Source: an optimization exercise on an open RTL-to-GDS flow (aim: small area). Production flows keep margins and buffers that such runs may drop. Function was checked by simulation only, so behaviour that the tests miss may differ from the original. Power is estimated from default activity; no workload was simulated.

File: design.v
package ref_subst_pkg;
	localparam int BANK_ADR_W = 3;
	localparam int POS4_W = 5;
	localparam int BP_POS_W = POS4_W + 1;
	localparam int AWK_CNT_W = 3;
	localparam int ORDER_W = 3;
	localparam int Y_IN_CU_W = 7;
	localparam int N_BANKS = 8;
	localparam int SAMPLES_PER_BANK = 4;
	localparam int LINE_SAMPLES = N_BANKS * SAMPLES_PER_BANK;  
	typedef logic [BANK_ADR_W-1:0] bank_adr_t;
	typedef logic [POS4_W-1:0] pos4_t;
	typedef logic [BP_POS_W-1:0] bp_pos_t;
	typedef logic [AWK_CNT_W-1:0] awk_cnt_t;
	typedef logic [ORDER_W-1:0] order_t;
	typedef logic [Y_IN_CU_W-1:0] y_in_cu_t;
	localparam int BP_SIDE_BIT = POS4_W;
	localparam bank_adr_t ADR_INVALID = '1;
	localparam awk_cnt_t BP2_MIN_AWK = 3'd2;
	localparam awk_cnt_t BP3_MIN_AWK = 3'd2;
endpackage
`timescale 1ns/1ps
import ref_subst_pkg::*;
module ref_subst_lane #(
	parameter int bit_depth = 8
) (
	input logic clk,
	input logic arst_n,
	input logic stall,
	input logic [ref_subst_pkg::SAMPLES_PER_BANK*bit_depth-1:0] bank_data,
	input ref_subst_pkg::bank_adr_t bank_adr,
	input ref_subst_pkg::pos4_t bank_pos,
	input logic none_avail,
	input logic fill_t_all,
	input logic fill_l_all,
	input logic rt_ok,
	input logic bt_ok,
	input ref_subst_pkg::pos4_t bt_border_pos,
	input ref_subst_pkg::pos4_t rt_border_pos,
	input logic bp3_top_ok,
	input logic bp3_lft_ok,
	input logic bp2_top_ok,
	input logic bp2_lft_ok,
	input logic [bit_depth-1:0] fill_top,
	input logic [bit_depth-1:0] fill_lft,
	input logic [ref_subst_pkg::SAMPLES_PER_BANK*bit_depth-1:0] bp2_samples,
	input ref_subst_pkg::pos4_t bp2_pos,
	input logic [ref_subst_pkg::SAMPLES_PER_BANK*bit_depth-1:0] bp3_samples,
	input ref_subst_pkg::pos4_t bp3_pos,
	output logic [ref_subst_pkg::SAMPLES_PER_BANK*bit_depth-1:0] sub_bank
);
	localparam int BANK_W = SAMPLES_PER_BANK * bit_depth;
	logic adr_invalid;
	logic is_left_side;
	logic sel_half;
	logic bp3_hit;
	logic bp2_hit;
	logic past_border;
	logic fill_hit;
	logic s_bp3;
	logic s_bp2;
	logic s_fill;
	logic s_half;
	logic s_data;
	logic s_fill_top;
	logic s_fill_lft;
	logic [bit_depth-1:0] fill_n;
	logic [BANK_W-1:0] sub_next;
	function automatic logic pos_ge(
		input logic [POS4_W-1:0] a,
		input logic [POS4_W-1:0] b
	);
		logic ge;
		ge = 1'b1;
		for (int k = 0; k < POS4_W; k++)
			ge = (a[k] && !b[k]) || (!(a[k] ^ b[k]) && ge);
		pos_ge = ge;
	endfunction
	assign adr_invalid = (bank_adr == ADR_INVALID);
	assign is_left_side = bank_adr[0];
	assign sel_half = adr_invalid || none_avail;
	assign bp3_hit = (is_left_side ? bp3_lft_ok : bp3_top_ok) && (bp3_pos == bank_pos);
	assign bp2_hit = (is_left_side ? bp2_lft_ok : bp2_top_ok) && (bp2_pos == bank_pos);
	assign past_border = is_left_side ? (bt_ok && pos_ge(bank_pos, bt_border_pos))
	                                  : (rt_ok && pos_ge(bank_pos, rt_border_pos));
	assign fill_hit = (is_left_side ? fill_l_all : fill_t_all) || past_border;
	assign s_bp3 = !stall && !sel_half && bp3_hit;
	assign s_bp2 = !stall && !sel_half && !bp3_hit && bp2_hit;
	assign s_fill = !stall && !sel_half && !bp3_hit && !bp2_hit && fill_hit;
	assign s_half = !stall && sel_half;
	assign s_data = !stall && !sel_half && !bp3_hit && !bp2_hit && !fill_hit;
	assign s_fill_top = s_fill && !is_left_side;
	assign s_fill_lft = s_fill && is_left_side;
	for (genvar k = 0; k < bit_depth; k++) begin : g_fill
		if (k == bit_depth - 1) begin : g_msb
			assign fill_n[k] = !((s_fill_top && fill_top[k]) || (s_fill_lft && fill_lft[k]) || s_half);
		end else begin : g_low
			assign fill_n[k] = !((s_fill_top && fill_top[k]) || (s_fill_lft && fill_lft[k]));
		end
	end
	for (genvar b = 0; b < BANK_W; b++) begin : g_bit
		logic pick_n;
		logic hold_n;
		assign pick_n = !((s_bp3 && bp3_samples[b]) || (s_bp2 && bp2_samples[b]) || (s_data && bank_data[b]));
		assign hold_n = !(stall && sub_bank[b]);
		assign sub_next[b] = !(pick_n && hold_n && fill_n[b % bit_depth]);
	end
	always_ff @(posedge clk or negedge arst_n) begin
		if (!arst_n)
			sub_bank <= '0;
		else
			sub_bank <= sub_next;
	end
endmodule
`timescale 1ns/1ps
module ref_tl_select #(
	parameter int bit_depth = 8
) (
	input logic clk,
	input logic arst_n,
	input logic stall,
	input logic is_above,
	input logic is_left,
	input logic is_top_left,
	input ref_subst_pkg::order_t order,
	input logic [bit_depth-1:0] data_tl,
	input logic [bit_depth-1:0] fill_l,
	input logic [bit_depth-1:0] fill_t,
	output logic [bit_depth-1:0] sub_tl
);
	localparam logic [bit_depth-1:0] HALF_VAL = {1'b1, {(bit_depth-1){1'b0}}};
	logic order_first;
	logic load;
	logic [bit_depth-1:0] tl_store;  
	logic [bit_depth-1:0] store_next;
	logic [bit_depth-1:0] tl_next;
	assign order_first = (order == '0);
	assign load = order_first && !stall;
	assign store_next = load ? data_tl : tl_store;
	always_comb begin
		if (stall)
			tl_next = sub_tl;
		else if (is_top_left)
			tl_next = store_next;
		else if (!is_above && !is_left)
			tl_next = HALF_VAL;
		else if (!is_left)
			tl_next = fill_l;
		else
			tl_next = fill_t;
	end
	always_ff @(posedge clk or negedge arst_n) begin
		if (!arst_n) begin
			tl_store <= '0;
			sub_tl <= '0;
		end else begin
			sub_tl <= tl_next;
			tl_store <= store_next;
		end
	end
endmodule
`timescale 1ns/1ps
import ref_subst_pkg::*;
module ref_subst_top #(
	parameter int bit_depth = 8
) (
	input logic clk,
	input logic arst_n,
	input logic stall,
	input logic [ref_subst_pkg::LINE_SAMPLES*bit_depth-1:0] data,
	input logic [ref_subst_pkg::N_BANKS*ref_subst_pkg::BANK_ADR_W-1:0] bank_adr,
	input logic [ref_subst_pkg::N_BANKS*ref_subst_pkg::POS4_W-1:0] bank_pos,
	input logic is_above,
	input logic is_left,
	input logic is_top_left,
	input logic is_bt_border,
	input logic is_rt_border,
	input ref_subst_pkg::pos4_t bt_border_pos,
	input ref_subst_pkg::pos4_t rt_border_pos,
	input ref_subst_pkg::y_in_cu_t y_in_cu,
	input ref_subst_pkg::order_t order,
	input logic [bit_depth-1:0] fill_l,
	input logic [bit_depth-1:0] fill_t,
	input logic [bit_depth-1:0] fill_b,
	input logic [bit_depth-1:0] fill_rt,
	input logic [bit_depth-1:0] data_tl,
	input logic [ref_subst_pkg::SAMPLES_PER_BANK*bit_depth-1:0] bp2_samples,
	input ref_subst_pkg::bp_pos_t bp2_pos,
	input logic [ref_subst_pkg::SAMPLES_PER_BANK*bit_depth-1:0] bp3_samples,
	input ref_subst_pkg::bp_pos_t bp3_pos,
	input ref_subst_pkg::awk_cnt_t awk_cnt,
	output logic [ref_subst_pkg::LINE_SAMPLES*bit_depth-1:0] sub_data,
	output logic [bit_depth-1:0] sub_tl
);
	localparam int BANK_W = SAMPLES_PER_BANK * bit_depth;
	logic none_avail;
	logic fill_t_all;    
	logic fill_l_all;    
	logic rt_ok;         
	logic bt_ok;         
	logic awake;
	logic y_zero;
	logic bp3_top_ok;    
	logic bp3_lft_ok;    
	logic bp2_top_ok;
	logic bp2_lft_ok;
	logic [bit_depth-1:0] fill_top;   
	logic [bit_depth-1:0] fill_lft;   
	assign none_avail = !is_above && !is_left && !is_top_left;
	assign fill_t_all = !is_above && !is_top_left && is_left;
	assign fill_l_all = !is_left && !is_top_left;
	assign rt_ok = is_rt_border && is_above;
	assign bt_ok = is_bt_border && is_left;
	assign awake = awk_cnt[2] || (awk_cnt[1] && awk_cnt[0]);  
	assign y_zero = (y_in_cu == '0);
	assign bp3_top_ok = awake && !y_zero && !bp3_pos[BP_SIDE_BIT];
	assign bp3_lft_ok = awake && bp3_pos[BP_SIDE_BIT];
	assign bp2_top_ok = awake && !y_zero && !bp2_pos[BP_SIDE_BIT];
	assign bp2_lft_ok = awake && bp2_pos[BP_SIDE_BIT];
	assign fill_top = fill_t_all ? fill_t : fill_rt;
	assign fill_lft = fill_l_all ? fill_l : fill_b;
	for (genvar i = 0; i < N_BANKS; i++) begin : g_lane
		ref_subst_lane #(
			.bit_depth(bit_depth)
		) i_lane (
			.clk(clk),
			.arst_n(arst_n),
			.stall(stall),
			.bank_data(data[(N_BANKS-1-i)*BANK_W +: BANK_W]),
			.bank_adr(bank_adr[(N_BANKS-1-i)*BANK_ADR_W +: BANK_ADR_W]),
			.bank_pos(bank_pos[(N_BANKS-1-i)*POS4_W +: POS4_W]),
			.none_avail(none_avail),
			.fill_t_all(fill_t_all),
			.fill_l_all(fill_l_all),
			.rt_ok(rt_ok),
			.bt_ok(bt_ok),
			.bt_border_pos(bt_border_pos),
			.rt_border_pos(rt_border_pos),
			.bp3_top_ok(bp3_top_ok),
			.bp3_lft_ok(bp3_lft_ok),
			.bp2_top_ok(bp2_top_ok),
			.bp2_lft_ok(bp2_lft_ok),
			.fill_top(fill_top),
			.fill_lft(fill_lft),
			.bp2_samples(bp2_samples),
			.bp2_pos(bp2_pos[POS4_W-1:0]),
			.bp3_samples(bp3_samples),
			.bp3_pos(bp3_pos[POS4_W-1:0]),
			.sub_bank(sub_data[(N_BANKS-1-i)*BANK_W +: BANK_W])
		);
	end
	ref_tl_select #(
		.bit_depth(bit_depth)
	) i_tl_select (
		.clk(clk),
		.arst_n(arst_n),
		.stall(stall),
		.is_above(is_above),
		.is_left(is_left),
		.is_top_left(is_top_left),
		.order(order),
		.data_tl(data_tl),
		.fill_l(fill_l),
		.fill_t(fill_t),
		.sub_tl(sub_tl)
	);
endmodule
File: flow/run.sh
#!/bin/bash
# Layout flow: the standard ORFS flow (the make call of standard.sh), with these changes:
#  - synthesis is synth_recipe.tcl's, but abc maps the combinational logic with an
#    area-oriented &nf script (abc_area_nf.script) and the adder extraction is skipped;
#    the registers come from dfflibmap before abc, so they are the standard ones.
#  - every port still gets a buffer, but a buf_1 instead of the default cell.
#  - flow/dont_use.txt, if present, lists cells the flow may not use beyond the platform's list.
set -euo pipefail
W=$PWD
export MY_ABC_SCRIPT=$W/flow/abc_area_nf.script
if [[ -f $W/flow/dont_use.txt ]]; then
  export DONT_USE_CELLS="$(tr '\n' ' ' < "$W/flow/dont_use.txt")"
fi
make -C "$FLOW_HOME" DESIGN_CONFIG="$W/config.mk" WORK_HOME="$W/orfs" CLKGATE_MAP_FILE= \
  SYNTH_SCRIPT="$W/flow/my_synth.tcl" ADDER_MAP_FILE= \
  BUFFER_PORTS_ARGS="-buffer_cell sky130_fd_sc_hd__buf_1" \
  finish > "$W/make_finish.log" 2>&1
R=$W/orfs/results/$FLOW_PLATFORM/ref_subst_top/base
: # left out here: write the final layout as DEF
File: flow/abc_area_nf.script
&get -n
&st
&synch2
&nf -R 1000
&put
File: flow/dont_use.txt
sky130_fd_sc_hd__buf_6
sky130_fd_sc_hd__buf_8
sky130_fd_sc_hd__buf_12
sky130_fd_sc_hd__buf_16
sky130_fd_sc_hd__bufinv_8
sky130_fd_sc_hd__bufinv_16
File: flow/my_synth.tcl
proc synth {args} { yosys synth -nofsm -noshare {*}$args }
# same synthesis as synth_recipe.tcl, with only the abc script for the combinational logic swapped
proc abc {args} {
  set i [lsearch -exact $args -script]
  if { $i >= 0 && [info exists ::env(MY_ABC_SCRIPT)] } {
    lset args [expr { $i + 1 }] $::env(MY_ABC_SCRIPT)
  }
  yosys abc {*}$args
}
source $::env(SCRIPTS_DIR)/synth.tcl
# left out here: clear keep_hierarchy, flatten, clean up, hide names made inside functions, write 1_2_yosys.v
File: standard.sh
#!/bin/bash
# synth_recipe.tcl (not shown) runs the flow's synth.tcl, then flattens the netlist and writes it again
# the make line also repeats each setting of config.mk as NAME=value (left out here)
make -C /OpenROAD-flow-scripts/flow DESIGN_CONFIG=/design/flow/config.mk WORK_HOME=/design/flow/orfs CLKGATE_MAP_FILE= SYNTH_SCRIPT=/design/flow/synth_recipe.tcl "${@:-finish}"
File: config.mk
export PLATFORM = sky130hd
export DESIGN_NAME = ref_subst_top
export DESIGN_NICKNAME = ref_subst_top
export VERILOG_FILES = /design/flow/design.v
export SDC_FILE = /design/flow/constraint.sdc
export NUM_CORES = 4
export LEC_CHECK = 0
export CAP_MARGIN = 0
export CORE_AREA = 5 5 255 255
export CTS_BUF_LIST = sky130_fd_sc_hd__clkbuf_16
export CTS_CLUSTER_DIAMETER = 100
export CTS_CLUSTER_SIZE = 30
export DIE_AREA = 0 0 260 260
export GPL_TIMING_DRIVEN = 0
export SETUP_SLACK_MARGIN = 0.2
export SLEW_MARGIN = 0
File: constraint.sdc
create_clock -name core_clock -period 4.0 [get_ports {clk}]
set_input_delay 0.8000 -clock core_clock [delete_from_list [all_inputs] [get_ports {clk}]]
set_output_delay 0.8000 -clock core_clock [all_outputs]
set_load 0.01 [all_outputs]
==> impl_results.md, run 1 <==
* Fin. max-slew vios at 0
* Global route overflow at 0
* DRT Pass-1 Iters at 13
* Main flop type after synthesis: dfrtp_1
* Final worst-path cycle share at 92.94%
* Die footprint at 67600 um2
* Status: timing/DRC/antenna clean
* Crit end category: flip-flop
* CP Data Arrival Time at 4.11 ns
* # DRC at 0
* Max-cap violations at 0
* Final WS setup at 0.2823 ns
* Async S/R FF share, synth at 100.0%
* Routed WL per cell at 32.45 um
* Mapped Area at 15340 um2
* Fin. Hold Viols at 0
* Reg-to-reg startpoint: g_lane[4].i_lane.sub_bank[14]$_DFF_PN0_
* Post-route ant nets at 0
* FMAX at 0.2690 GHz
* Startpoint Class: input port
* Sequential area share after synthesis at 44.36%
* WS Path Type: input port to flip-flop
* WP data required at 4.39 ns
* # fillers at 6529
* Crit path max fanout at 8
* Min-delay worst type: input port to async pin
* Syn Nets at 2036
* Synth top area share at 44.36%
* CTS buffer count at 16
* Boundary Pins at 731
* Synth-to-layout area growth at 41.34%
* DP HPWL at 79.68 mm
* All-Layer GR Usage at 29.14%
* Layout Nets at 2878
* Yosys warnings at 2
* Core ar. at 61830 um2
* Tmin final at 3.718 ns
* Starting Density at 24.82%
* Design Power at 8.126 mW
* Worst-margin pin slew at 1.043 ns
* Root Buffer: clkbuf_16
* Number of synthesized flops with an enable pin at 0
* Initial antenna violation count at 7
* Clk_skew at 0.01583 ns
* Ratio of cells with drive above 1 in the final layout at 7.479%
* Global-route wire length before repair at 142.9 mm
* Leak at 8.467 nW
* PD cells at 374.7 nW/um2
* Row cnt at 91
* Synth area leader: dfrtp_1
* Setup-failing EPs final at 0
* Mean post-synth cell area at 9.779 um2
* Max-slew headroom at 30.19%
* RSZ-0062 raised after global routing: no
* Clk latency of the worst-skew pair at 0.54 ns
* Initial drt markers at 3452
* Clock Tree Buf Depth at 3
* Sink Count at 272
* Vias per Instance at 6.090
* CTS HTree Levels at 1
* Inst Count DP at 3197
* Unique masters post-synth at 31
* Top cells by area, synth: dfrtp_1 44%, a222oi_1 13%, nand3_1 7.6%
* DIE WIDTH at 260 um
* Max VDD drop at 0.2463 mV
* Gpl congestion at 0.9115
* CTS tree: yes
* Worst-path clk slew at 0.12 ns
* Final wirelength at 105.8 mm
* # port buffers at 730
* Via count at 19.86k
* Post-synthesis register bit count at 272
* Cells after synthesis at 1569
* Vias in the first global route at 19.22k
* Die height at 260 um
* Non-filler cells, final at 3261
* Largest net degree at the start of global routing at 53
* Post-place setup slack at -1.312 ns
* WHS at 0.1617 ns
* CP Launch Point: bt_border_pos[1]
==> cells in the mapped netlist, drive strengths merged (20+ instances only) <==
| cell | number |
|---|---|
| nand2 | 290 |
| dfrtp | 272 |
| nand3 | 233 |
| a222oi | 192 |
| a221oi | 64 |
| a22o | 64 |
| maj3 | 56 |
| o22a | 56 |
| xor2 | 55 |
| nor2 | 54 |
| a21oi | 46 |
| nor3 | 33 |
| xnor2 | 25 |
| o21ai | 20 |
==> stage by stage <==
| stage | area, um2 | util, % | setup TNS (ns) |
|---|---|---|---|
| after floorplan | 15540 | - | 0 |
| after global placement | 19330 | 31.26 | -6437.43 |
| after detailed placement | 20640 | 33.39 | -245.98 |
| after CTS | 21520 | 34.81 | 0 |
| after global routing | 21680 | 35.06 | 0 |
| final | 21690 | 35.08 | 0 |
==> worst max-delay path, stage by stage <==
cell and delay (ns):
buf_1 0.13, clkinvlp_4 0.23, maj3_1 0.41, maj3_1 0.38, maj3_1 0.37, maj3_1 0.35, a21oi_1 0.14, a22oi_1 0.21
nand3b_1 0.20, buf_4 0.18, o22ai_1 0.08, nor2_1 0.47, nand3_1 0.15
==> registers in the layout (all words and copies together) (netlist names) <==
name	cells
g_lane.i_lane.sub_bank	256
i_tl_select.tl_store	8
i_tl_select.sub_tl	8
==> kinds of logic (layout without fill, tap and decap cells) <==
group,after synthesis,in the layout,synth area share [%]
and+or+nand+nor,669,669,19.64
AOI/OAI and AO/OA,458,458,25.91
DFF,272,272,44.36
xor gates and xnor gates,80,80,4.567
adders and majority gates,56,56,3.653
muxes,24,24,1.631
buffers and inverters,10,861,0.2447
other,0,4,0
==> layout by cell type (no fill, tap or decap), types with 4 or more instances in the layout <==
cell and count:
dfrtp_1 272, nor3_4 8, nor3_1 25, or4_1 7, buf_1 724, clkinv_1 9, nand3_1 225, o22a_1 44
buf_4 28, diode_2 4, nand3b_1 8, a22o_1 64, mux2i_1 16, o21ai_0 20, buf_6 10, buf_16 21
nand2b_1 16, nor4_4 7, o22ai_1 8, nor2_1 40, a22oi_1 6, buf_12 24, nor2_2 5, a222oi_1 192
nand3_4 5, buf_8 11, buf_2 4, mux2_1 8, maj3_1 56, nor2_4 9, a21oi_1 45, clkbuf_16 17
a221oi_1 64, xnor2_1 25, nor4_1 7, xor2_1 55, o22a_2 11, nand2_1 290
==> power breakdown <==
group / leakage [nW] / switching (mW) / internal, mW
Sequential: 3.41 / 0.276 / 3.20
Clock: 0.277 / 1.17 / 0.841
Combinational: 4.78 / 1.67 / 0.969
Total: 8.47 / 3.11 / 5.01
==> path summary, 6_finish.rpt <==
check,endpoint,slack [ns],cells after the start
setup / recovery,g_lane[1].i_lane.sub_bank[7]$_DFF_PN0_,0.28,13
hold / removal,g_lane[3].i_lane.sub_bank[10]$_DFF_PN0_,0.16,1
setup reg to reg,g_lane[4].i_lane.sub_bank[14]$_DFF_PN0_,2.88,3
hold reg to reg,i_tl_select.tl_store[6]$_DFF_PN0_,0.49,1
max in group asynchronous,g_lane[4].i_lane.sub_bank[1]$_DFF_PN0_,2.50,5
min in group core_clock,g_lane[3].i_lane.sub_bank[19]$_DFF_PN0_,0.44,3
==> layer usage <==
layer  track usage, %  wire, um
met5                0        34
met4            13.37      5969
met3            8.437     12670
met2            46.84     48420
met1            36.29     38740
==> area by class of cell <==
| type | count | area [um2] | area share [%] |
|---|---|---|---|
| repair buffers | 824 | 4300 | 19.83 |
| flip-flops and latches | 272 | 6807 | 31.39 |
| multi-input cells | 1287 | 8920 | 41.13 |
| inverters | 10 | 41.29 | 0.1904 |
| diodes | 4 | 10.01 | 0.04616 |
| clock buffers | 17 | 425.4 | 1.962 |
| clock inverters | 10 | 135.1 | 0.6231 |
| well taps | 837 | 1047 | 4.829 |
==> repair_timing <==
item,CTS,global route
setup endpoints to repair,256,119
pin swaps,4,3
gates resized for setup,20,20
hold buffers,0,0
buffers inserted,26,7
gates cloned,0,0
==> run 2, diff against run 1 <==
--- a/config.mk
+++ b/config.mk
@@ -12,5 +12,4 @@
 export CTS_CLUSTER_SIZE = 30
 export DIE_AREA = 0 0 260 260
 export GPL_TIMING_DRIVEN = 0
-export SETUP_SLACK_MARGIN = 0.2
 export SLEW_MARGIN = 0
==> run 2 against run 1 <==
Effect of this change: still clean on timing, DRC and antenna; combinational power is 2% lower; sequential cell count unchanged; worst hold slack lost 0.13 ns; synthesized cell count is the same; count of clock-buffer cells in the layout unchanged; critical path depth down 1; synthesized area is the same; clock power is essentially flat; clock skew is 0.015 ns lower; sequential share of layout area increased by 0.43 points; register-to-register slack about the same; via count shrank 0.34%; largest power group unchanged.
==> impl_results.md, run 2 <==
* CTS HTree Levels at 1 (unchanged)
* Fin. Hold Viols at 0 (unchanged)
* Main flop type after synthesis: dfrtp_1 (unchanged)
* Commonest cells after routing, fill and taps aside: 725 x buf_1, 290 x nand2_1, 272 x dfrtp_1, 225 x nand3_1, 192 x a222oi_1 (was 724 x buf_1, 290 x nand2_1, 272 x dfrtp_1, 225 x nand3_1, 192 x a222oi_1)
* Most frequent cells after synthesis: 290 x nand2_1, 272 x dfrtp_1, 233 x nand3_1, 192 x a222oi_1 (unchanged)
* Design Power at 8.103 mW (was 8.126 mW)
* RR Endpoint: g_lane[4].i_lane.sub_bank[26]$_DFF_PN0_ (was g_lane[4].i_lane.sub_bank[14]$_DFF_PN0_)
* Post-route ant nets at 0 (unchanged)
* Max-cap violations at 0 (unchanged)
* Max VDD drop at 0.3254 mV (was 0.2463 mV)
* Layout Nets at 2863 (was 2878)
* Yosys warnings at 2 (unchanged)
* CP Data Arrival Time at 4.27 ns (was 4.11 ns)
* Leak at 8.343 nW (was 8.467 nW)
* CTS buffer count at 16 (unchanged)
* Min-delay worst type: input port to async pin (unchanged)
* Inst Count DP at 3194 (was 3197)
* Commonest non-fill, non-tap cell in the layout: buf_1 (unchanged)
* # fillers at 6506 (was 6529)
* Boundary Pins at 731 (unchanged)
* Setup-failing EPs final at 0 (unchanged)
* Initial antenna violation count at 6 (was 7)
* Die height at 260 um (unchanged)
* Routed WL per cell at 31.62 um (was 32.45 um)
* Sequential area share after synthesis at 44.36% (unchanged)
* Vias in the first global route at 19.09k (was 19.22k)
* Vias per Instance at 6.094 (was 6.090)
* Synth-to-layout area growth at 39.42% (was 41.34%)
* WS Path Type: input port to flip-flop (unchanged)
* Non-filler cells, final at 3248 (was 3261)
* Unique masters post-synth at 31 (unchanged)
* Status: timing/DRC/antenna clean (unchanged)
* Fin. max-slew vios at 0 (unchanged)
* Post-synthesis register bit count at 272 (unchanged)
* Root Buffer: clkbuf_16 (unchanged)
* Ratio of cells with drive above 1 in the final layout at 6.318% (was 7.479%)
* Clk latency of the worst-skew pair at 0.53 ns (was 0.54 ns)
* Core ar. at 61830 um2 (unchanged)
* DRT Pass-1 Iters at 11 (was 13)
* CTS tree: yes (unchanged)
* Final wirelength at 102.7 mm (was 105.8 mm)
* Tmin final at 3.861 ns (was 3.718 ns)
* Top cells by area, synth: dfrtp_1 44%, a222oi_1 13%, nand3_1 7.6% (unchanged)
* Largest register FFs at 256 (unchanged)
* Mapped Area at 15340 um2 (unchanged)
* R2r setup slk at 2.88 ns (about the same)
* # DRC at 0 (unchanged)
* RSZ-0062 raised after global routing: no (unchanged)
* Crit end category: flip-flop (unchanged)
* Reg-to-reg startpoint: g_lane[4].i_lane.sub_bank[26]$_DFF_PN0_ (was g_lane[4].i_lane.sub_bank[14]$_DFF_PN0_)
* Clock Tree Buf Depth at 3 (unchanged)
* Die footprint at 67600 um2 (unchanged)
* Global route overflow at 0 (unchanged)
* Syn Nets at 2036 (unchanged)
* # port buffers at 730 (unchanged)
* Mean post-synth cell area at 9.779 um2 (unchanged)
* Worst-path clk slew at 0.11 ns (was 0.12 ns)
* Initial drt markers at 3447 (was 3452)
* Worst-margin pin slew at 1.136 ns (was 1.043 ns)
* DP HPWL at 78.32 mm (was 79.68 mm)
* Sink Count at 272 (unchanged)
* Via count at 19.79k (was 19.86k)
* PD cells at 378.8 nW/um2 (was 374.7 nW/um2)
* Number of synthesized flops with an enable pin at 0 (unchanged)
* WP data required at 4.41 ns (was 4.39 ns)
* Top reg by flops: g_lane.i_lane.sub_bank (unchanged)
* Cells after synthesis at 1569 (unchanged)
* Largest net degree at the start of global routing at 55 (was 53)
* Clk_skew at 0.0004877 ns (was 0.01583 ns)
* Starting Density at 24.82% (unchanged)
* DIE WIDTH at 260 um (unchanged)
* Async S/R FF share, synth at 100.0% (unchanged)
* Global-route wire length before repair at 139.5 mm (was 142.9 mm)
* R2R depth at 3 (unchanged)
* Most frequent cell after synthesis: nand2_1 (unchanged)
* All-Layer GR Usage at 28.23% (was 29.14%)
* Row cnt at 91 (unchanged)
* Largest regs: g_lane.i_lane.sub_bank: 256 flops, i_tl_select.sub_tl: 8 flops, i_tl_select.tl_store: 8 flops (unchanged)
* Crit path max fanout at 8 (unchanged)
* Gpl congestion at 0.9583 (was 0.9115)
* Startpoint Class: input port (unchanged)
* Synth top area share at 44.36% (unchanged)
* Synth area leader: dfrtp_1 (unchanged)
* Final worst-path cycle share at 96.53% (was 92.94%)
* Setup TNS at 0 ns (unchanged)
* Max-slew headroom at 22.08% (was 30.19%)
* FMAX at 0.2590 GHz (was 0.2690 GHz)
[run 2: cell types whose count changed in the layout (fill, tap and decap cells not counted), moves of 2 or more]
cell      previous run  this run
buf_12              24        26
buf_16              21        11
buf_2                4         2
buf_4               28        17
buf_6               10        13
clkbuf_2             1         3
clkinv_1             9        11
clkinv_8             3         1
inv_6                0         2
nor2_2               5         2
nor2_4               9        11
o22a_1              44        56
o22a_2              11         0
[run 2: area by class of cell]
type / instances / area (um2) / area share (%)
diodes: 5 / 12.51 / 0.05849
clock buffers: 17 / 425.4 / 1.989
clock inverters: 11 / 140.1 / 0.6551
inverters: 10 / 37.54 / 0.1755
multi-input cells: 1287 / 8899 / 41.60
flip-flops and latches: 272 / 6807 / 31.82
well taps: 837 / 1047 / 4.896
repair buffers: 809 / 4024 / 18.81
[run 2: cells by family after synthesis]
group                    Yosys count  synth area share [%]
AND/OR/NAND/NOR                  669                 19.64
AO/OA/AOI/OAI                    458                 25.91
flip-flops                       272                 44.36
XOR/XNOR                          80                 4.567
adder cells (fa/ha/maj)           56                 3.653
multiplexers                      24                 1.631
buffers and inverters             10                0.2447
[run 2: per-stage QoR]
stage	utilization [%]	worst slack, ns	hold slack (ns)	instance area [um2]
after floorplan	-	0.01263	0.4548	15500
after global placement	31.20	-12.44	0.4631	19290
after detailed placement	33.12	-1.359	0.4699	20470
after CTS	34.45	0.007179	0.001536	21300
after global routing	34.59	0.03342	0.007821	21380
final	34.60	0.1388	0.02833	21390
[run 2: worst max path at each step]
stage / start / depth (start not counted) / to
floorplan: bt_border_pos[1] / 10 / g_lane[6].i_lane.sub_bank[15]$_DFF_PN0_
global placement: arst_n / 1 / i_tl_select.sub_tl[1]$_DFFE_PN0N_
detailed placement: is_top_left / 9 / g_lane[2].i_lane.sub_bank[31]$_DFF_PN0_
CTS: is_top_left / 8 / g_lane[6].i_lane.sub_bank[30]$_DFF_PN0_
global route: bt_border_pos[0] / 12 / g_lane[0].i_lane.sub_bank[31]$_DFF_PN0_
finish: bt_border_pos[0] / 12 / g_lane[5].i_lane.sub_bank[23]$_DFF_PN0_
[run 2: critical path, stage by stage]
cell      delay [ns]
buf_1           0.40
nand2b_1        0.11
maj3_1          0.38
maj3_1          0.36
maj3_1          0.36
maj3_1          0.36
a21oi_1         0.19
a22oi_1         0.19
nand3_2         0.48
o22ai_1         0.16
nor2_1          0.34
nand3_1         0.13
[run 2: per-layer routing]
metal | global-route usage [%] | part of all wire (%) | vias to the layer above
met5 | 0 | 0.049 | -
li1 | - | - | 8143
met3 | 8.650 | 12 | 306
met4 | 12.67 | 5.4 | 8
met2 | 44.89 | 45 | 1618
met1 | 35.38 | 37 | 9717
[run 2: timing repair]
item | 4_1_cts | 5_1_grt
endpoints found under the setup margin | 256 | 207
pin swaps | 4 | 2
buffers inserted | 15 | 6
hold buffers | 0 | 0
resized for setup | 17 | 12
[run 2: where the power goes]
group	internal (mW)	switching [mW]	leakage, nW
sequential	3.20	0.278	3.41
clock	0.900	1.14	0.281
combinational	0.933	1.65	4.65
total	5.04	3.07	8.34
==> run 3, diff against run 2 <==
--- a/flow/run.sh
+++ b/flow/run.sh
@@ -8,10 +8,14 @@
 set -euo pipefail
 W=$PWD
 export MY_ABC_SCRIPT=$W/flow/abc_area_nf.script
+DONT_USE=$(make -s -C "$FLOW_HOME" DESIGN_CONFIG="$W/config.mk" WORK_HOME="$W/orfs" print-DONT_USE_CELLS \
+  | sed -n 's/^DONT_USE_CELLS: //p')
 if [[ -f $W/flow/dont_use.txt ]]; then
-  export DONT_USE_CELLS="$(tr '\n' ' ' < "$W/flow/dont_use.txt")"
+  DONT_USE="$DONT_USE $(tr '\n' ' ' < "$W/flow/dont_use.txt")"
 fi
+echo "DONT_USE_CELLS=$DONT_USE" > "$W/dont_use.log"
 make -C "$FLOW_HOME" DESIGN_CONFIG="$W/config.mk" WORK_HOME="$W/orfs" CLKGATE_MAP_FILE= \
+  DONT_USE_CELLS="$DONT_USE" \
   SYNTH_SCRIPT="$W/flow/my_synth.tcl" ADDER_MAP_FILE= \
   BUFFER_PORTS_ARGS="-buffer_cell sky130_fd_sc_hd__buf_1" \
   finish > "$W/make_finish.log" 2>&1
==> flow/dont_use.txt (replaced) <==
sky130_fd_sc_hd__buf_6
sky130_fd_sc_hd__buf_8
sky130_fd_sc_hd__buf_12
sky130_fd_sc_hd__buf_16
sky130_fd_sc_hd__bufbuf_8
sky130_fd_sc_hd__bufbuf_16
sky130_fd_sc_hd__bufinv_8
sky130_fd_sc_hd__bufinv_16
sky130_fd_sc_hd__clkbuf_16
--- a/config.mk
+++ b/config.mk
@@ -7,9 +7,10 @@
 export LEC_CHECK = 0
 export CAP_MARGIN = 0
 export CORE_AREA = 5 5 255 255
-export CTS_BUF_LIST = sky130_fd_sc_hd__clkbuf_16
+export CTS_BUF_LIST = sky130_fd_sc_hd__clkbuf_8
 export CTS_CLUSTER_DIAMETER = 100
-export CTS_CLUSTER_SIZE = 30
+export CTS_CLUSTER_SIZE = 16
 export DIE_AREA = 0 0 260 260
 export GPL_TIMING_DRIVEN = 0
+export SETUP_SLACK_MARGIN = 0.2
 export SLEW_MARGIN = 0
==> run 3 against run 2 <==
Effect of this change: still clean; count of clock-buffer cells in the layout up 7; global-route usage up 0.69 points; maximum frequency is 1.8% higher; largest power group unchanged; highest routed layer unchanged.
==> impl_results.md, run 3 <==
* Leak at 8.076 nW (was 8.343 nW)
* Post-route ant nets at 0 (unchanged)
* Commonest non-fill, non-tap cell in the layout: buf_1 (unchanged)
* Final worst-path cycle share at 94.84% (was 96.53%)
* Die footprint at 67600 um2 (unchanged)
* Via count at 19.92k (was 19.79k)
* CTS HTree Levels at 1 (unchanged)
* # DRC at 0 (unchanged)
* Synth-to-layout area growth at 33.98% (was 39.42%)
* Largest net degree at the start of global routing at 54 (was 55)
* WP data required at 4.55 ns (was 4.41 ns)
* Cts hold-fix bufs at 0 (unchanged)
* Worst-margin pin slew at 1.112 ns (was 1.136 ns)
* Die height at 260 um (unchanged)
* Global-route wire length before repair at 141.8 mm (was 139.5 mm)
* Synth area leader: dfrtp_1 (unchanged)
* DP HPWL at 79.30 mm (was 78.32 mm)
* Starting Density at 24.82% (unchanged)
* Vias in the first global route at 19.06k (was 19.09k)
* Final core occ at 33.25% (was 34.60%)
* Unique masters post-synth at 31 (unchanged)
* Min-delay worst type: input port to async pin (unchanged)
* All-Layer GR Usage at 28.92% (was 28.23%)
* Sequential area share after synthesis at 44.36% (unchanged)
* Clock Tree Buf Depth at 3 (unchanged)
* Mean post-synth cell area at 9.779 um2 (unchanged)
* Ratio of cells with drive above 1 in the final layout at 6.975% (was 6.318%)
* Crit path max fanout at 10 (was 8)
* Clk latency of the worst-skew pair at 0.61 ns (was 0.53 ns)
* Most frequent cells after synthesis: 290 x nand2_1, 272 x dfrtp_1, 233 x nand3_1, 192 x a222oi_1 (unchanged)
* Fin. max-slew vios at 0 (unchanged)
* Initial drt markers at 3500 (was 3447)
* CP Data Arrival Time at 4.34 ns (was 4.27 ns)
* Area of the multi-input gates at 8881 um2 (was 8899 um2)
* Top cells by area, synth: dfrtp_1 44%, a222oi_1 13%, nand3_1 7.6% (unchanged)
* Gpl congestion at 0.9115 (was 0.9583)
* Power share of the sequential group at 45.6% (was 43.0%)
* Design Power at 7.628 mW (was 8.103 mW)
* RSZ-0062 raised after global routing: no (unchanged)
* Max-cap violations at 0 (unchanged)
* Most frequent cell after synthesis: nand2_1 (unchanged)
* Largest register FFs at 256 (unchanged)
* Setup-failing EPs final at 0 (unchanged)
* Startpoint Class: input port (unchanged)
* Sw Ratio at 39.28% (was 37.86%)
* Row cnt at 91 (unchanged)
* Commonest cells after routing, fill and taps aside: 733 x buf_1, 290 x nand2_1, 272 x dfrtp_1, 225 x nand3_1, 192 x a222oi_1 (was 725 x buf_1, 290 x nand2_1, 272 x dfrtp_1, 225 x nand3_1, 192 x a222oi_1)
* Root Buffer: clkbuf_8 (was clkbuf_16)
* Final wirelength at 105.3 mm (was 102.7 mm)
* Clk_skew at 0.02652 ns (was 0.0004877 ns)
* Number of synthesized flops with an enable pin at 0 (unchanged)
* Max-slew headroom at 25.58% (was 22.08%)
* Vias per Instance at 6.100 (was 6.094)
* Area after DPL at 19860 um2 (was 20470 um2)
* Worst-path clk slew at 0.11 ns (about the same)
* Post-synthesis register bit count at 272 (unchanged)
* Status: timing/DRC/antenna clean (unchanged)
* Yosys warnings at 2 (unchanged)
* WS Path Type: input port to flip-flop (unchanged)
* Fin. Hold Viols at 0 (unchanged)
* Core ar. at 61830 um2 (unchanged)
* Max VDD drop at 0.2686 mV (was 0.3254 mV)
* Synth top area share at 44.36% (unchanged)
* CTS tree: yes (unchanged)
* Async S/R FF share, synth at 100.0% (unchanged)
* Boundary Pins at 731 (unchanged)
* Routed WL per cell at 32.25 um (was 31.62 um)
* Finished Cell Area at 20560 um2 (was 21390 um2)
* Sink Count at 272 (unchanged)
* DRT Pass-1 Iters at 14 (was 11)
* Non-filler cells, final at 3265 (was 3248)
* Comb pwr share at 33.0% (was 31.9%)
* Cells after synthesis at 1569 (unchanged)
* Initial antenna violation count at 8 (was 6)
* CTS buffer count at 22 (was 16)
* Main flop type after synthesis: dfrtp_1 (unchanged)
* Largest regs: g_lane.i_lane.sub_bank: 256 flops, i_tl_select.sub_tl: 8 flops, i_tl_select.tl_store: 8 flops (unchanged)
* Layout Nets at 2886 (was 2863)
* # fillers at 6745 (was 6506)
* Crit end category: flip-flop (unchanged)
* Tmin final at 3.794 ns (was 3.861 ns)
* PD cells at 371.0 nW/um2 (was 378.8 nW/um2)
* Pint at 4.632 mW (was 5.035 mW)
* Syn Nets at 2036 (unchanged)
* DIE WIDTH at 260 um (unchanged)
* Global route overflow at 0 (unchanged)
* Top reg by flops: g_lane.i_lane.sub_bank (unchanged)
* FMAX at 0.2636 GHz (was 0.2590 GHz)
* Reg area at 6807 um2 (unchanged)
* Mapped Area at 15340 um2 (unchanged)
* # port buffers at 730 (unchanged)
* Clock power frac at 21.4% (was 25.1%)
* Psw at 2.996 mW (was 3.068 mW)
* Inst Count DP at 3195 (was 3194)
[run 3: timing repair]
item	in CTS	in global routing
resized for setup	17	13
pin swaps	5	2
buffers inserted	29	8
setup endpoints to repair	256	208
[run 3: stage by stage]
stage                     worst slack (ns)  hold slack [ns]  setup TNS, ns
after floorplan                     0.2782           0.4548              0
after global placement              -12.75           0.4661       -6437.43
after detailed placement            -1.289           0.4702        -243.45
after CTS                           0.2248           0.1213              0
after global routing                0.2009           0.1776              0
final                               0.2065           0.1627              0
[run 3: path summary, 6_finish.rpt]
check | startpoint | to | slack, ns | cells after the start
worst max register to register | g_lane[4].i_lane.sub_bank[6]$_DFF_PN0_ | g_lane[4].i_lane.sub_bank[6]$_DFF_PN0_ | 2.87 | 3
max in group asynchronous | arst_n | g_lane[7].i_lane.sub_bank[7]$_DFF_PN0_ | 1.74 | 4
worst max-delay path | y_in_cu[2] | g_lane[0].i_lane.sub_bank[8]$_DFF_PN0_ | 0.21 | 13
min in group core_clock | data[92] | g_lane[5].i_lane.sub_bank[28]$_DFF_PN0_ | 0.38 | 3
worst min-delay path | arst_n | g_lane[2].i_lane.sub_bank[19]$_DFF_PN0_ | 0.16 | 1
worst min register to register | i_tl_select.tl_store[6]$_DFF_PN0_ | i_tl_select.tl_store[6]$_DFF_PN0_ | 0.49 | 1
[run 3: layout make-up]
class / instances / area share, %
diodes: 5 / 0.06086
clock buffers: 24 / 1.607
clock inverters: 4 / 0.2130
inverters: 10 / 0.2009
multi-input cells: 1287 / 43.20
flip-flops and latches: 272 / 33.11
well taps: 837 / 5.094
repair buffers: 826 / 16.51
[run 3: layer usage]
layer	global-route usage, %	part of all wire, %	up-vias
met5	0	0.015	-
met4	12.07	5.2	4
met3	7.650	13	301
met2	46.88	46	1719
met1	36.64	36	9725
li1	-	-	8168
[run 3: power groups by stage]
stage	clock [mW]	sequential [mW]	combinational, mW
CTS	1.67	3.47	2.47
global placement	0	3.52	2.44
detailed placement	0	3.52	2.45
floorplan	0	3.70	0.925
global route	1.74	3.52	2.67
finish	1.63	3.48	2.52
[run 3: cell families (layout without fill, tap and decap cells)]
| logic type | count (synthesis) | after routing | synth area share (%) |
|---|---|---|---|
| simple gates | 669 | 669 | 19.64 |
| compound gates | 458 | 458 | 25.91 |
| flops | 272 | 272 | 44.36 |
| xor+xnor | 80 | 80 | 4.567 |
| fa+ha+maj | 56 | 56 | 3.653 |
| mux | 24 | 24 | 1.631 |
| buf+inv | 10 | 864 | 0.2447 |
| other cells | 0 | 5 | 0 |
[run 3: worst max-delay path, cell delays in order]
cell and delay, ns:
buf_1 0.07, or4_1 0.58, nor4_4 0.33, buf_4 0.25
buf_2 0.17, nor3_1 0.05, a21oi_1 0.14, or4_1 0.20
nand3_1 0.23, nor4_4 0.81, buf_4 0.40, a222oi_1 0.13
nand3_1 0.15
==> run 4, diff against run 3 <==
==> flow/run.sh (replaced) <==
#!/bin/bash
# Layout flow: the standard ORFS flow, with two changes:
#  - synthesis is synth_recipe.tcl's, but abc maps the combinational logic with an
#    area-oriented &nf script (abc_nf.script) and the adder extraction is skipped;
#    the registers come from dfflibmap before abc, so they are the standard ones.
#  - every port still gets a buffer, but a buf_1 instead of the default cell.
set -euo pipefail
W=$PWD
export MY_ABC_SCRIPT=$W/flow/abc_area_nf.script
make -C "$FLOW_HOME" DESIGN_CONFIG="$W/config.mk" WORK_HOME="$W/orfs" CLKGATE_MAP_FILE= \
  SYNTH_SCRIPT="$W/flow/my_synth.tcl" ADDER_MAP_FILE= \
  BUFFER_PORTS_ARGS="-buffer_cell sky130_fd_sc_hd__buf_1" \
  finish > "$W/make_finish.log" 2>&1
R=$W/orfs/results/$FLOW_PLATFORM/ref_subst_top/base
: # left out here: write the final layout as DEF
--- a/config.mk
+++ b/config.mk
@@ -7,10 +7,7 @@
 export LEC_CHECK = 0
 export CAP_MARGIN = 0
 export CORE_AREA = 5 5 255 255
-export CTS_BUF_LIST = sky130_fd_sc_hd__clkbuf_8
-export CTS_CLUSTER_DIAMETER = 100
-export CTS_CLUSTER_SIZE = 16
+export CTS_BUF_LIST = sky130_fd_sc_hd__clkbuf_4
 export DIE_AREA = 0 0 260 260
 export GPL_TIMING_DRIVEN = 0
-export SETUP_SLACK_MARGIN = 0.2
 export SLEW_MARGIN = 0
removed: flow/dont_use.txt
==> run 4 against run 3 <==
Effect of this change: the layout now fails its checks (negative setup slack); via count grew 1.8%; register-to-register slack is essentially flat; sequential share of layout area shrank 1.8 points; wire length shrank 1.1%; worst hold slack gained 0.0014 ns; synthesized area is the same.
==> impl_results.md, run 4 <==
* Status: complete, but fails checks (was timing/DRC/antenna clean)
* Violated checks: negative setup slack
* Crit path max fanout at 18 (was 10)
* Largest register FFs at 256 (unchanged)
* # port buffers at 730 (unchanged)
* Max VDD drop at 0.2397 mV (was 0.2686 mV)
* Max-slew headroom at 16.97% (was 25.58%)
* Fin. Hold Viols at 0 (unchanged)
* RR Endpoint: g_lane[4].i_lane.sub_bank[26]$_DFF_PN0_ (was g_lane[4].i_lane.sub_bank[6]$_DFF_PN0_)
* Startpoint Class: input port (unchanged)
* Most frequent cell after synthesis: nand2_1 (unchanged)
* Sink Count at 272 (unchanged)
* Commonest cells after routing, fill and taps aside: 725 x buf_1, 290 x nand2_1, 272 x dfrtp_1, 225 x nand3_1, 192 x a222oi_1 (was 733 x buf_1, 290 x nand2_1, 272 x dfrtp_1, 225 x nand3_1, 192 x a222oi_1)
* CTS buffer count at 80 (was 22)
* Final wirelength at 104.2 mm (was 105.3 mm)
* Starting Density at 24.82% (unchanged)
* Cells after synthesis at 1569 (unchanged)
* R2r setup slk at 2.88 ns (was 2.87 ns)
* WP data required at 4.70 ns (was 4.55 ns)
* Largest regs: g_lane.i_lane.sub_bank: 256 flops, i_tl_select.sub_tl: 8 flops, i_tl_select.tl_store: 8 flops (unchanged)
* Worst-path clk slew at 0.07 ns (was 0.11 ns)
* Synth-to-layout area growth at 41.60% (was 33.98%)
* Fin. max-slew vios at 0 (unchanged)
* DP HPWL at 78.32 mm (was 79.30 mm)
* Clock power frac at 31.3% (was 21.4%)
* # DRC at 0 (unchanged)
* Global route overflow at 0 (unchanged)
* Clk_skew at 0.005244 ns (was 0.02652 ns)
* Root Buffer: clkbuf_4 (was clkbuf_8)
* Max-cap violations at 0 (unchanged)
* Comb pwr share at 29.2% (was 33.0%)
* Setup-failing EPs final at 8 (was 0)
* WS Path Type: input port to flip-flop (unchanged)
* Worst-margin pin slew at 1.236 ns (was 1.112 ns)
* Hold path start: data[162]
* CP Data Arrival Time at 4.72 ns (was 4.34 ns)
* Top cells by area, synth: dfrtp_1 44%, a222oi_1 13%, nand3_1 7.6% (unchanged)
* Post-synthesis register bit count at 272 (unchanged)
* Clock Tree Buf Depth at 3 (unchanged)
* Post-route ant nets at 0 (unchanged)
* Die height at 260 um (unchanged)
* Worst hold path cell count at 3
* Number of synthesized flops with an enable pin at 0 (unchanged)
* Final worst-path cycle share at 100.6% (was 94.84%)
* Min-delay worst type: input port to flip-flop (was input port to async pin)
* Psw at 3.320 mW (was 2.996 mW)
* Leak at 8.602 nW (was 8.076 nW)
* Syn Nets at 2036 (unchanged)
* Async S/R FF share, synth at 100.0% (unchanged)
* Setup TNS at -0.07440 ns (was 0 ns)
* Final WS setup at -0.02277 ns (was 0.2065 ns)
* Routed WL per cell at 31.07 um (was 32.25 um)
* Post-place setup slack at -1.359 ns (was -1.289 ns)
* RSZ-0062 raised after global routing: no (unchanged)
* Row cnt at 91 (unchanged)
* Mapped Area at 15340 um2 (unchanged)
* Clk latency of the worst-skew pair at 0.77 ns (was 0.61 ns)
* Tmin final at 4.023 ns (was 3.794 ns)
* Initial drt markers at 3744 (was 3500)
* Sequential area share after synthesis at 44.36% (unchanged)
* Vias per Instance at 6.045 (was 6.100)
* Boundary Pins at 731 (unchanged)
* Reg-to-reg startpoint: g_lane[4].i_lane.sub_bank[26]$_DFF_PN0_ (was g_lane[4].i_lane.sub_bank[6]$_DFF_PN0_)
* FMAX at 0.2486 GHz (was 0.2636 GHz)
* R2R depth at 3 (unchanged)
* Die footprint at 67600 um2 (unchanged)
* Via count at 20.27k (was 19.92k)
* Core ar. at 61830 um2 (unchanged)
* Main flop type after synthesis: dfrtp_1 (unchanged)
* Mean post-synth cell area at 9.779 um2 (unchanged)
* Crit end category: flip-flop (unchanged)
* Layout Nets at 2919 (was 2886)
* DIE WIDTH at 260 um (unchanged)
* Finished Cell Area at 21730 um2 (was 20560 um2)
* Largest net degree at the start of global routing at 55 (was 54)
* Area after DPL at 20470 um2 (was 19860 um2)
* Top reg by flops: g_lane.i_lane.sub_bank (unchanged)
* Initial antenna violation count at 8 (unchanged)
* Yosys warnings at 2 (unchanged)
* Final core occ at 35.14% (was 33.25%)
* Vias in the first global route at 19.56k (was 19.06k)
* CTS tree: yes (unchanged)
* All-Layer GR Usage at 28.68% (was 28.92%)
* Most frequent cells after synthesis: 290 x nand2_1, 272 x dfrtp_1, 233 x nand3_1, 192 x a222oi_1 (unchanged)
* Pint at 5.528 mW (was 4.632 mW)
* Power share of the sequential group at 39.4% (was 45.6%)
* PD cells at 407.3 nW/um2 (was 371.0 nW/um2)
* CTS HTree Levels at 3 (was 1)
* Commonest non-fill, non-tap cell in the layout: buf_1 (unchanged)
* Design Power at 8.848 mW (was 7.628 mW)
* Hold worst-path end: g_lane[2].i_lane.sub_bank[2]$_DFF_PN0_
* Synth top area share at 44.36% (unchanged)
* DRT Pass-1 Iters at 13 (was 14)
* Unique masters post-synth at 31 (unchanged)
* Global-route wire length before repair at 140.8 mm (was 141.8 mm)
* Gpl congestion at 0.9583 (was 0.9115)
* Sw Ratio at 37.52% (was 39.28%)
* Ratio of cells with drive above 1 in the final layout at 9.402% (was 6.975%)
* Synth area leader: dfrtp_1 (unchanged)
==> run 4: final cells by class <==
cell class,count,area [um2]
Fill cell,6557,40100
Multi-Input combinational cell,1287,8847
Sequential cell,272,6807
Tap cell,837,1047
Timing Repair Buffer,801,3959
Antenna cell,6,15.01
Clock buffer,114,855.8
Clock inverter,26,158.9
Inverter,10,37.54
==> run 4: cell families after synthesis <==
logic type | Yosys count | share of synthesized area (%)
adders and majority gates | 56 | 3.653
muxes | 24 | 1.631
DFF | 272 | 44.36
xor gates and xnor gates | 80 | 4.567
buffers and inverters | 10 | 0.2447
and+or+nand+nor | 669 | 19.64
AOI/OAI and AO/OA | 458 | 25.91
==> run 4: per-stage QoR <==
| step | hold WS, ns | std cells |
|---|---|---|
| 3_3_place_gp | 0.4631 | 3136 |
| 5_1_grt | 0.06307 | 3350 |
| 6_report | 0.1641 | 3353 |
| 3_5_place_dp | 0.4699 | 3194 |
| 2_1_floorplan | 0.4548 | 1569 |
| 4_1_cts | 0.03290 | 3335 |
==> run 4: timing repair <==
item,CTS,global route
hold buffers,1,0
gates resized for setup,9,10
buffers inserted,0,12
setup endpoints to repair,256,256
pin swaps,2,2
hold endpoints to repair,36,0
==> run 4: how the worst max path moves through the flow <==
stage,start,end,slack (ns),depth (start not counted)
floorplan,bt_border_pos[1],g_lane[6].i_lane.sub_bank[15]$_DFF_PN0_,0.01,10
global placement,arst_n,i_tl_select.sub_tl[1]$_DFFE_PN0N_,-12.44,1
detailed placement,is_top_left,g_lane[2].i_lane.sub_bank[31]$_DFF_PN0_,-1.36,9
CTS,bt_border_pos[0],g_lane[1].i_lane.sub_bank[15]$_DFF_PN0_,0.004,12
global route,is_above,g_lane[6].i_lane.sub_bank[24]$_DFF_PN0_,0.10,8
finish,is_above,g_lane[6].i_lane.sub_bank[28]$_DFF_PN0_,-0.02,8
==> run 4: worst max-delay path, cell delays in order <==
cell,delay (ns)
clkdlybuf4s15_1,0.79
or3_1,0.43
nor2b_2,0.69
nand3_1,0.37
nor4_4,1.09
buf_8,0.28
a222oi_1,0.11
nand3_1,0.12
==> run 4: layer usage <==
metal	vias to the layer above	wire [um]	share of wire (%)	global-route usage [%]
li1	8309	-	-	-
met5	-	69	0.066	0
met2	1675	47430	46	45.25
met4	10	5594	5.4	13.53
met1	9920	38050	37	35.64
met3	354	13020	13	9.301
==> run 4: power groups by stage <==
stage | logic [mW] | clock network, mW | registers, mW
final | 2.59 | 2.77 | 3.49
after global routing | 2.74 | 2.96 | 3.53
after CTS | 2.53 | 2.84 | 3.48
after detailed placement | 2.51 | 0 | 3.52
after global placement | 2.43 | 0 | 3.52
after floorplan | 0.921 | 0 | 3.70
==> run 5, diff against run 4 <==
--- a/design.v
+++ b/design.v
@@ -81,8 +81,8 @@
 	assign sel_half = adr_invalid || none_avail;
 	assign bp3_hit = (is_left_side ? bp3_lft_ok : bp3_top_ok) && (bp3_pos == bank_pos);
 	assign bp2_hit = (is_left_side ? bp2_lft_ok : bp2_top_ok) && (bp2_pos == bank_pos);
-	assign past_border = is_left_side ? (bt_ok && pos_ge(bank_pos, bt_border_pos))
-	                                  : (rt_ok && pos_ge(bank_pos, rt_border_pos));
+	assign past_border = (is_left_side ? bt_ok : rt_ok)
+	                  && pos_ge(bank_pos, is_left_side ? bt_border_pos : rt_border_pos);
 	assign fill_hit = (is_left_side ? fill_l_all : fill_t_all) || past_border;
 	assign s_bp3 = !stall && !sel_half && bp3_hit;
 	assign s_bp2 = !stall && !sel_half && !bp3_hit && bp2_hit;
@@ -134,20 +134,23 @@
 	logic [bit_depth-1:0] tl_store;  
 	logic [bit_depth-1:0] store_next;
 	logic [bit_depth-1:0] tl_next;
+	logic s_hold;
+	logic s_store;
+	logic s_fill_l;
+	logic s_fill_t;
+	logic s_half;
 	assign order_first = (order == '0);
 	assign load = order_first && !stall;
 	assign store_next = load ? data_tl : tl_store;
-	always_comb begin
-		if (stall)
-			tl_next = sub_tl;
-		else if (is_top_left)
-			tl_next = store_next;
-		else if (!is_above && !is_left)
-			tl_next = HALF_VAL;
-		else if (!is_left)
-			tl_next = fill_l;
-		else
-			tl_next = fill_t;
+	assign s_hold = stall;
+	assign s_store = !stall && is_top_left;
+	assign s_fill_l = !stall && !is_top_left && is_above && !is_left;
+	assign s_fill_t = !stall && !is_top_left && is_left;
+	assign s_half = !stall && !is_top_left && !is_above && !is_left;
+	for (genvar k = 0; k < bit_depth; k++) begin : g_bit
+		assign tl_next[k] = (s_hold && sub_tl[k]) || (s_store && store_next[k])
+		                 || (s_fill_t && fill_t[k]) || (s_fill_l && fill_l[k])
+		                 || (s_half && HALF_VAL[k]);
 	end
 	always_ff @(posedge clk or negedge arst_n) begin
 		if (!arst_n) begin
==> flow/run.sh (replaced) <==
#!/bin/bash
# Layout flow: the standard ORFS flow (the make call of standard.sh), with these changes:
#  - synthesis is synth_recipe.tcl's, but abc maps the combinational logic with an
#    area-oriented &nf script (abc_area_nf.script) and the adder extraction is skipped;
#    the registers come from dfflibmap before abc, so they are the standard ones.
#  - every port still gets a buffer, but a buf_1 instead of the default cell.
#  - flow/dont_use.txt, if present, lists cells the flow may not use beyond the platform's list.
#  - flow/make_args.txt, if present, holds more VAR=value settings for make, one per line.
set -euo pipefail
W=$PWD
export MY_ABC_SCRIPT=$W/flow/abc_area_nf.script
DONT_USE=$(make -s -C "$FLOW_HOME" DESIGN_CONFIG="$W/config.mk" WORK_HOME="$W/orfs" print-DONT_USE_CELLS \
  | sed -n 's/^DONT_USE_CELLS: //p')
if [[ -f $W/flow/dont_use.txt ]]; then
  DONT_USE="$DONT_USE $(tr '\n' ' ' < "$W/flow/dont_use.txt")"
fi
echo "DONT_USE_CELLS=$DONT_USE" > "$W/dont_use.log"
EXTRA=()
if [[ -f $W/flow/make_args.txt ]]; then
  mapfile -t EXTRA < <(grep -v '^ *$' "$W/flow/make_args.txt")
fi
make -C "$FLOW_HOME" DESIGN_CONFIG="$W/config.mk" WORK_HOME="$W/orfs" CLKGATE_MAP_FILE= \
  DONT_USE_CELLS="$DONT_USE" \
  SYNTH_SCRIPT="$W/flow/my_synth.tcl" ADDER_MAP_FILE= \
  BUFFER_PORTS_ARGS="-buffer_cell sky130_fd_sc_hd__buf_1" \
  "${EXTRA[@]}" finish > "$W/make_finish.log" 2>&1
R=$W/orfs/results/$FLOW_PLATFORM/ref_subst_top/base
: # left out here: write the final layout as DEF
==> flow/dont_use.txt (new file) <==
sky130_fd_sc_hd__buf_6
sky130_fd_sc_hd__buf_8
sky130_fd_sc_hd__buf_12
sky130_fd_sc_hd__buf_16
sky130_fd_sc_hd__bufbuf_8
sky130_fd_sc_hd__bufbuf_16
sky130_fd_sc_hd__bufinv_8
sky130_fd_sc_hd__bufinv_16
sky130_fd_sc_hd__clkbuf_16
==> flow/make_args.txt (new file) <==
REMOVE_ABC_BUFFERS=1
--- a/config.mk
+++ b/config.mk
@@ -7,7 +7,12 @@
 export LEC_CHECK = 0
 export CAP_MARGIN = 0
 export CORE_AREA = 5 5 255 255
-export CTS_BUF_LIST = sky130_fd_sc_hd__clkbuf_4
+export CTS_BUF_LIST = sky130_fd_sc_hd__clkbuf_8
+export CTS_CLUSTER_DIAMETER = 60
+export CTS_CLUSTER_SIZE = 12
 export DIE_AREA = 0 0 260 260
 export GPL_TIMING_DRIVEN = 0
+export SETUP_SLACK_MARGIN = 0.2
 export SLEW_MARGIN = 0
+export SYNTH_HIERARCHICAL = 1
+export SYNTH_MINIMUM_KEEP_SIZE = 0
==> run 5 against run 4 <==
Effect of this change: now clean on timing, DRC and antenna; synthesized area shrank 1.6%; count of clock-buffer cells in the layout shrank 78; synthesized cell count shrank 5.0%; register-to-register slack lost 0.02 ns; core utilization shrank 1.4 points; via count shrank 4.0%; setup slack gained 0.27 ns; highest routed layer unchanged.
==> impl_results.md, run 5 <==
* Status: timing/DRC/antenna clean (was complete, but fails checks)
* Slowest stage delay, CP at 0.49 ns (was 1.09 ns)
* CP most frequent cell: maj3_1 (was nand3_1)
* Core ar. at 61830 um2 (unchanged)
* Post-place setup slack at -1.298 ns (was -1.359 ns)
* WS Path Type: input port to flip-flop (unchanged)
* Synth top area share at 45.09% (was 44.36%)
* Startpoint Class: input port (unchanged)
* Vias per Instance at 6.057 (was 6.045)
* Vias in the first global route at 18.90k (was 19.56k)
* R2R depth at 2 (was 3)
* Cells after synthesis at 1491 (was 1569)
* Async S/R FF share, synth at 100.0% (unchanged)
* Final wirelength at 103.7 mm (was 104.2 mm)
* Post-route ant nets at 0 (unchanged)
* Unique masters post-synth at 27 (was 31)
* Gpl congestion at 0.9164 (was 0.9583)
* Commonest cells after routing, fill and taps aside: 721 x buf_1, 280 x nand2_1, 272 x nand3_1, 272 x dfrtp_1, 263 x a222oi_1 (was 725 x buf_1, 290 x nand2_1, 272 x dfrtp_1, 225 x nand3_1, 192 x a222oi_1)
* Most frequent cell after synthesis: nand2_1 (unchanged)
* # fillers at 6676 (was 6557)
* Final worst-path cycle share at 93.72% (was 100.6%)
* Boundary Pins at 731 (unchanged)
* DRT Pass-1 Iters at 15 (was 13)
* All-Layer GR Usage at 28.52% (was 28.68%)
* Largest regs: g_lane.i_lane.sub_bank: 256 flops, i_tl_select.sub_tl: 8 flops, i_tl_select.tl_store: 8 flops (unchanged)
* Delay-heaviest family, CP: compound AO/OA/AOI/OAI gates (was simple AND/OR/NAND/NOR gates)
* Area after DPL at 19730 um2 (was 20470 um2)
* Clk_skew at 0.03354 ns (was 0.005244 ns)
* Crit path max fanout at 13 (was 18)
* Max-slew headroom at 11.74% (was 16.97%)
* CTS tree: yes (unchanged)
* Largest net degree at the start of global routing at 53 (was 55)
* Global-route wire length before repair at 139.3 mm (was 140.8 mm)
* Initial antenna violation count at 16 (was 8)
* Reg-to-reg startpoint: g_lane[0].i_lane.sub_bank[14]$_DFF_PN0_ (was g_lane[4].i_lane.sub_bank[26]$_DFF_PN0_)
* Sequential area share after synthesis at 45.09% (was 44.36%)
* CP Data Arrival Time at 4.20 ns (was 4.72 ns)
* Via count at 19.47k (was 20.27k)
* RSZ-0062 raised after global routing: yes (was no)
* Design Power at 8.111 mW (was 8.848 mW)
* WHS at 0.2065 ns (was 0.1641 ns)
* Routed WL per cell at 32.27 um (was 31.07 um)
* Root Buffer: clkbuf_8 (was clkbuf_4)
* Final WS setup at 0.2512 ns (was -0.02277 ns)
* Clk latency of the worst-skew pair at 0.60 ns (was 0.77 ns)
* Slowest cell on crit path: a221oi_2 (was nor4_4)
* Mapped Area at 15090 um2 (was 15340 um2)
* Largest register FFs at 256 (unchanged)
* DIE WIDTH at 260 um (unchanged)
* Die height at 260 um (unchanged)
* Fin. Hold Viols at 0 (unchanged)
* Worst path cell trace: buf_2 > mux2i_1 > o31ai_1 > nand2_1 > maj3_1 > maj3_1 > maj3_1 > a221oi_2 > nor3_4 > buf_4 > a22oi_2 > nand3_1 (was clkdlybuf4s15_1 > or3_1 > nor2b_2 > nand3_1 > nor4_4 > buf_8 > a222oi_1 > nand3_1)
* Crit end category: flip-flop (unchanged)
* CTS buffer count at 34 (was 80)
* PD cells at 389.3 nW/um2 (was 407.3 nW/um2)
* WP data required at 4.45 ns (was 4.70 ns)
* Max-cap violations at 0 (unchanged)
* # DRC at 0 (unchanged)
* Global route overflow at 0 (unchanged)
* Ratio of cells with drive above 1 in the final layout at 10.46% (was 9.402%)
* Post-synthesis register bit count at 272 (unchanged)
* Worst-path clk slew at 0.09 ns (was 0.07 ns)
* Leak at 8.357 nW (was 8.602 nW)
* Mean post-synth cell area at 10.12 um2 (was 9.779 um2)
* Reg area at 6807 um2 (unchanged)
* Min-delay worst type: input port to async pin (was input port to flip-flop)
* Row cnt at 91 (unchanged)
* Clock Tree Buf Depth at 3 (unchanged)
* Main flop type after synthesis: dfrtp_1 (unchanged)
* WP buf/inv at 2 (unchanged)
* Yosys warnings at 8 (was 2)
* Number of synthesized flops with an enable pin at 0 (unchanged)
* # port buffers at 730 (unchanged)
* Synth area leader: dfrtp_1 (unchanged)
* RR Endpoint: g_lane[0].i_lane.sub_bank[14]$_DFF_PN0_ (was g_lane[4].i_lane.sub_bank[26]$_DFF_PN0_)
* Area of the multi-input gates at 8853 um2 (was 8847 um2)
* DP HPWL at 82.00 mm (was 78.32 mm)
* Top reg by flops: g_lane.i_lane.sub_bank (unchanged)
* FMAX at 0.2668 GHz (was 0.2486 GHz)
* Tmin final at 3.749 ns (was 4.023 ns)
* R2r setup slk at 2.86 ns (was 2.88 ns)
* Synth-to-layout area growth at 38.05% (was 41.60%)
* Die footprint at 67600 um2 (unchanged)
* Commonest non-fill, non-tap cell in the layout: buf_1 (unchanged)
* CTS HTree Levels at 2 (was 3)
* Max VDD drop at 0.2145 mV (was 0.2397 mV)
* Top cells by area, synth: dfrtp_1 45%, a222oi_1 17%, nand3_1 9.0% (was dfrtp_1 44%, a222oi_1 13%, nand3_1 7.6%)
* Setup-failing EPs final at 0 (was 8)
* Most frequent cells after synthesis: 280 x nand2_1, 272 x dfrtp_1, 272 x nand3_1, 263 x a222oi_1 (was 290 x nand2_1, 272 x dfrtp_1, 233 x nand3_1, 192 x a222oi_1)
* Starting Density at 24.41% (was 24.82%)
* Fin. max-slew vios at 0 (unchanged)
* Layout Nets at 2823 (was 2919)
* Finished Cell Area at 20840 um2 (was 21730 um2)
* Initial drt markers at 3806 (was 3744)
* Worst-margin pin slew at 1.314 ns (was 1.236 ns)
* Sink Count at 272 (unchanged)
## run 5: cell count changes in the layout (fill, tap and decap cells not counted), sizes merged, moves of 39 or more
cell / delta
a21oi: -45
nand3: +39
a22o: -63
a221oi: -48
o22a: -56
a22oi: +50
a222oi: +71
clkbuf: -77
## run 5: logic make-up (layout without fill, tap and decap cells)
logic type | after synthesis | after routing | share of synthesized area (%)
other cells | 0 | 5 | 0
fa+ha+maj | 24 | 24 | 1.592
xor+xnor | 80 | 80 | 4.642
flops | 272 | 272 | 45.09
compound gates | 363 | 363 | 22.34
mux | 88 | 88 | 6.167
buf+inv | 8 | 889 | 0.1989
simple gates | 656 | 656 | 19.97
## run 5: report_power, final
part,internal [mW],switching [mW]
clock,0.869,1.23
combinational,0.868,1.66
sequential,3.21,0.277
## run 5: worst max path at each step
stage                     startpoint                                 endpoint  slack [ns]  cells past startpoint
finish                  bank_adr[15]  g_lane[2].i_lane.sub_bank[28]$_DFF_PN0_        0.25                     12
global route        rt_border_pos[1]  g_lane[2].i_lane.sub_bank[15]$_DFF_PN0_        0.16                     13
CTS                 bt_border_pos[0]  g_lane[5].i_lane.sub_bank[22]$_DFF_PN0_        0.21                     13
detailed placement      bank_adr[18]  g_lane[1].i_lane.sub_bank[25]$_DFF_PN0_       -1.30                     12
global placement               stall  g_lane[5].i_lane.sub_bank[15]$_DFF_PN0_      -21.78                      4
floorplan               bank_adr[21]  g_lane[0].i_lane.sub_bank[15]$_DFF_PN0_       -0.17                     11
## run 5: layer usage
layer	vias to the layer above	wire length, um	share of wire [%]	track usage (%)
li1	7997	-	-	-
met1	9527	36600	35	33.87
met2	1601	48130	46	46.53
met3	323	12750	12	9.058
met4	18	6111	5.9	14.47
met5	-	122	0.12	0
## run 5: final cells by class
cell class	instances	share of cell area, %
clock inverters	16	0.5945
inverters	8	0.1441
multi-input cells	1211	42.49
repair buffers	829	16.64
diodes	5	0.06005
flip-flops and latches	272	32.66
clock buffers	36	2.378
well taps	837	5.026
## run 5: worst register-to-register path: stages, from the launching register on
cell and delay (ns):
dfrtp_1 0.43, a222oi_1 0.45, nand3_1 0.13
## run 5: per-stage QoR
step           util (%)  std cells   TNS, ns
3_3_place_gp      30.54       3058  -8709.27
5_1_grt           33.70       3212         0
3_5_place_dp      31.91       3137   -241.78
2_1_floorplan         -       1491    -5.305
4_1_cts           33.43       3206         0
6_report          33.70       3214         0
## run 5: repair_timing
item / in CTS / in global routing
gates cloned: 1 / 0
setup endpoints to repair: 256 / 193
resized for setup: 44 / 26
pin swaps: 10 / 3
buffers inserted: 16 / 3
hold buffers: 0 / 0
hold endpoints to repair: 0 / 0

==> separate check: timing with driven ports <==
No port has a modelled driver above. Below, the same layouts with a new extraction and two added sets of constraints.
Step 1, drivers: a clkbuf_16 drives clk and a buf_2 each remaining input, both assumed.
Step 2 moves the port delays by t, midway between the first and last clock arrival at a register: inputs arrive t later, outputs are due t later. That takes back most of the time a late clock gives input paths.
a / b / c = ideal ports / drivers / drivers and shift; a / b = the first two.
| run | t (ns) | setup slack, ns | hold WS [ns] | worst register clock-pin slew, ns | pins driven straight from the clock port |
|---|---|---|---|---|---|
| run 1 | 0.596 | 0.282 / 0.313 / -0.283 | 0.162 / 0.132 / 0.490 | 0.12 / 0.12 | 1 |
| run 2 | 0.595 | 0.139 / 0.169 / -0.426 | 0.028 / -0.003 / 0.492 | 0.12 / 0.12 | 1 |
| run 3 | 0.647 | 0.206 / 0.227 / -0.420 | 0.163 / 0.141 / 0.494 | 0.12 / 0.12 | 1 |
| run 4 | 0.853 | -0.023 / 0.003 / -0.850 | 0.164 / 0.137 / 0.482 | 0.08 / 0.08 | 1 |
| run 5 | 0.639 | 0.251 / 0.276 / -0.363 | 0.207 / 0.187 / 0.491 | 0.09 / 0.09 | 1 |
Met with ideal ports but missed after step 2: setup timing in run 1, run 2, run 3 and run 5. The setup slack of run 4, which loses most, moves by +0.026 ns with the drivers and by -0.827 ns with both steps.
